What follows belongs to an exercise in optimizing a design on an open flow for small area; a production flow would make more cautious choices. In this exercise RTL edits were held to simulation tests only and were not proved equivalent to the original. The flow treats the clock pin as an ideal source, which a real chip does not have. Power figures rest on the tool's default switching activity, not on a simulated workload.

Design id_stage, start of the top module:
module id_stage
(
	input  logic                  clk_i,
	input  logic                  rst_n_i,
	input  logic [id_pkg::INST_W-1:0]     inst_i,
	input  logic                  ex_fwd_we_i,      
	input  logic [id_pkg::REG_ADDR_W-1:0] ex_fwd_addr_i,
	input  logic [id_pkg::DATA_W-1:0]     ex_fwd_data_i,
	input  logic                  mem_fwd_we_i,     
	input  logic [id_pkg::REG_ADDR_W-1:0] mem_fwd_addr_i,
	input  logic [id_pkg::DATA_W-1:0]     mem_fwd_data_i,
	input  logic                  wb_we_i,          
	input  logic [id_pkg::REG_ADDR_W-1:0] wb_addr_i,
	input  logic [id_pkg::DATA_W-1:0]     wb_data_i,
	output logic [7:0]            aluop_o,
	output logic [2:0]            alusel_o,
	output logic [id_pkg::DATA_W-1:0]     reg1_o,
	output logic [id_pkg::DATA_W-1:0]     reg2_o,
	output logic [id_pkg::REG_ADDR_W-1:0] wd_o,
	output logic                  wreg_o
);
For scale: roughly 2500 cells after synthesis, ~1100 flip-flops, roughly 230 I/O pins, ~43000 um2 of cells after synthesis.
Settings: LEC_CHECK=0, CAP_MARGIN=20, CORE_MARGIN=2, CORE_UTILIZATION=70, CTS_BUF_LIST=sky130_fd_sc_hd__clkbuf_4, GPL_TIMING_DRIVEN=0, PLACE_DENSITY=0.8, SLEW_MARGIN=20, SYNTH_HIERARCHICAL=1; clock period 5.0 ns.
run.sh (not shown) runs the stock make flow with config.mk's settings and CLKGATE_MAP_FILE= SYNTH_SCRIPT=/design/flow/synth_recipe.tcl, a recipe that flattens the netlist after the stock synthesis.
The starting point died in 5_1_grt, error GRT-0232.
Next try:
CORE_UTILIZATION = 40   (was 70)
CTS_BUF_LIST = default   (was sky130_fd_sc_hd__clkbuf_4)
GPL_TIMING_DRIVEN = default   (was 0)
PLACE_DENSITY = 0.6   (was 0.8)
What happened:
- Now the flow produced a clean layout
- area after synthesis is unchanged
- synthesized cell count is unchanged


Another version of the RTL of id_stage (not shown whole).
Size: roughly 2400 cells after synthesis, roughly 230 I/O pins, roughly 42000 um2 of cells after synthesis.
Settings: LEC_CHECK=0, CAP_MARGIN=30, CORE_MARGIN=2, CORE_UTILIZATION=40, GPL_TIMING_DRIVEN=0, PLACE_DENSITY=0.6, SETUP_SLACK_MARGIN=0.4, SLEW_MARGIN=30, SYNTH_HIERARCHICAL=1; clock period 5.0 ns.
standard.sh (not shown) runs the stock make flow with config.mk's settings and CLKGATE_MAP_FILE= SYNTH_SCRIPT=/design/flow/synth_recipe.tcl, a recipe that flattens the netlist after the stock synthesis.
==> flow/flow/run.sh <==
#!/bin/bash
# Standard ORFS layout with: synthesis buffers removed, small port buffers,
# one buffer per high-fanout net before repair_design, and a clock tree
# without dummy loads whose clustering is picked from a few trials on the
# placed design (least added area with estimated flip-flop clock slew under 90 ps).
# Each tool's output goes to a log here and under orfs/logs.
set -euo pipefail
cd "$(dirname "$0")/.."
W=$(pwd)
RES=$W/orfs/results/sky130hd/id_stage/base
bash standard.sh synth > synth.log 2>&1
PLACE_VARS=(
	"BUFFER_PORTS_ARGS=-buffer_cell sky130_fd_sc_hd__buf_2"
	"PRE_GLOBAL_PLACE_TCL=$W/flow/rmbuf.tcl"
	"PRE_RESIZE_TCL=$W/flow/hfbuf.tcl"
)
bash standard.sh "${PLACE_VARS[@]}" place > place.log 2>&1

BASE="-sink_clustering_enable -repair_clock_nets -dont_use_dummy_load"
CANDS=(
	"-buf_list sky130_fd_sc_hd__clkbuf_16 -sink_clustering_size 25 -sink_clustering_max_diameter 70"
	"-buf_list sky130_fd_sc_hd__clkbuf_16 -sink_clustering_size 30 -sink_clustering_max_diameter 80"
	"-buf_list sky130_fd_sc_hd__clkbuf_8 -sink_clustering_size 16 -sink_clustering_max_diameter 50"
	"-buf_list sky130_fd_sc_hd__clkbuf_8 -sink_clustering_size 20 -sink_clustering_max_diameter 60"
	"-buf_list sky130_fd_sc_hd__clkbuf_4 -sink_clustering_size 10 -sink_clustering_max_diameter 40"
	"-buf_list sky130_fd_sc_hd__clkbuf_4 -sink_clustering_size 12 -sink_clustering_max_diameter 45"
	"-buf_list sky130_fd_sc_hd__clkbuf_4 -sink_clustering_size 8 -sink_clustering_max_diameter 35"
)
BEST="$BASE ${CANDS[0]}"
BEST_AREA=1000000
i=0
for c in "${CANDS[@]}"; do
	r=$(CTS_TRY_RESULTS=$RES CTS_TRY_ARGS="$BASE $c" openroad -no_init -exit $W/flow/cts_try.tcl > cts_try_$i.log 2>&1; grep '^CTS_TRY' cts_try_$i.log || true)
	echo "trial $i: $c -> $r" >> cts_try.log
	if [[ -n "$r" ]]; then
		a=$(echo "$r" | awk '{print $2}'); s=$(echo "$r" | awk '{print $3}')
		if awk -v a="$a" -v s="$s" -v b="$BEST_AREA" 'BEGIN { exit !(s < 0.090 && a < b) }'; then
			BEST="$BASE $c"; BEST_AREA=$a
		fi
	fi
	i=$((i+1))
done
echo "chosen: $BEST" >> cts_try.log

bash standard.sh "${PLACE_VARS[@]}" "CTS_ARGS=$BEST" finish > layout.log 2>&1
==> flow/flow/hfbuf.tcl <==
# Runs before ORFS's repair_design (PRE_RESIZE_TCL): drive each high-fanout
# signal net through one small buffer, so that repair_design has little left
# to fix and does not build its own deep trees of large buffers.
set n_ins 0
foreach net [get_nets *] {
  set pins [get_pins -of_objects $net]
  if {[llength $pins] < 12} { continue }
  set drv [get_pins -of_objects $net -filter "direction==output"]
  if {[llength $drv] != 1} { continue }
  set dcell [get_cells -of_objects $drv]
  set ref [get_property $dcell ref_name]
  if {[string match *buf* $ref] || [string match *clk* [get_full_name $net]]} { continue }
  insert_buffer -buffer_cell sky130_fd_sc_hd__buf_6 -net [get_full_name $net]
  incr n_ins
}
puts "hfbuf: inserted $n_ins buffers"
estimate_parasitics -placement
Other scripts of this flow, unchanged in this note and not shown: flow/flow/cts_try.tcl, flow/flow/rmbuf.tcl
The first run passed the timing, design-rule and antenna checks.
Rerun with:
--- a/flow/flow/run.sh
+++ b/flow/flow/run.sh
@@ -5 +5 @@
-# placed design (least added area with estimated flip-flop clock slew under 90 ps).
+# placed design (least added area with estimated flip-flop clock slew under 100 ps).
@@ -37 +37 @@
-		if awk -v a="$a" -v s="$s" -v b="$BEST_AREA" 'BEGIN { exit !(s < 0.090 && a < b) }'; then
+		if awk -v a="$a" -v s="$s" -v b="$BEST_AREA" 'BEGIN { exit !(s < 0.100 && a < b) }'; then
--- a/flow/flow/hfbuf.tcl
+++ b/flow/flow/hfbuf.tcl
@@ -13 +13 @@
-  insert_buffer -buffer_cell sky130_fd_sc_hd__buf_6 -net [get_full_name $net]
+  insert_buffer -buffer_cell sky130_fd_sc_hd__buf_4 -net [get_full_name $net]
Settings changed: CAP_MARGIN 30 to 20, SLEW_MARGIN 30 to 20.
Effect: Design area went down slightly. Wire length went up slightly. Core utilization went down by 0.59 points. Power went down slightly. Clock power went down by a few percent.

## afterwards: timing with drivers on the ports
The results above use ideal ports. As a check the final layouts listed here were re-extracted and re-timed, cells and wires unchanged.
Step 1 sets driving cells, clkbuf_16 on the clock port and buf_2 on the other inputs (assumed; they add their load-dependent delay and slew).
Step 2, shift: input delay + t, output delay - t, t = (earliest + latest rising clock arrival at the registers) / 2. This alone moves slack from input paths to output paths.
Three values: no drivers, after step 1, after step 2; two values: the first two.
| run | t (ns) | setup slack, ns | worst setup path at the end | worst register clock-pin slew, ns | worst slew at a driven data input, ns |
|---|---|---|---|---|---|
| the second run of note 1 | 0.770 | 0.357 / 0.287 / -0.306 | input to register | 0.07 / 0.07 | 0.18 |
| the first run of note 2 | 0.729 | 0.642 / 0.573 / -0.014 | input to register | 0.10 / 0.10 | 0.07 |
| the second run of note 2 | 1.115 | 0.546 / 0.484 / -0.108 | input to register | 0.10 / 0.10 | 0.08 |
Met with ideal ports but missed after step 2: setup timing in every run listed. For the second run of note 1, which loses most, drivers alone change the setup slack by -0.070 ns; drivers and shift together by -0.663 ns.
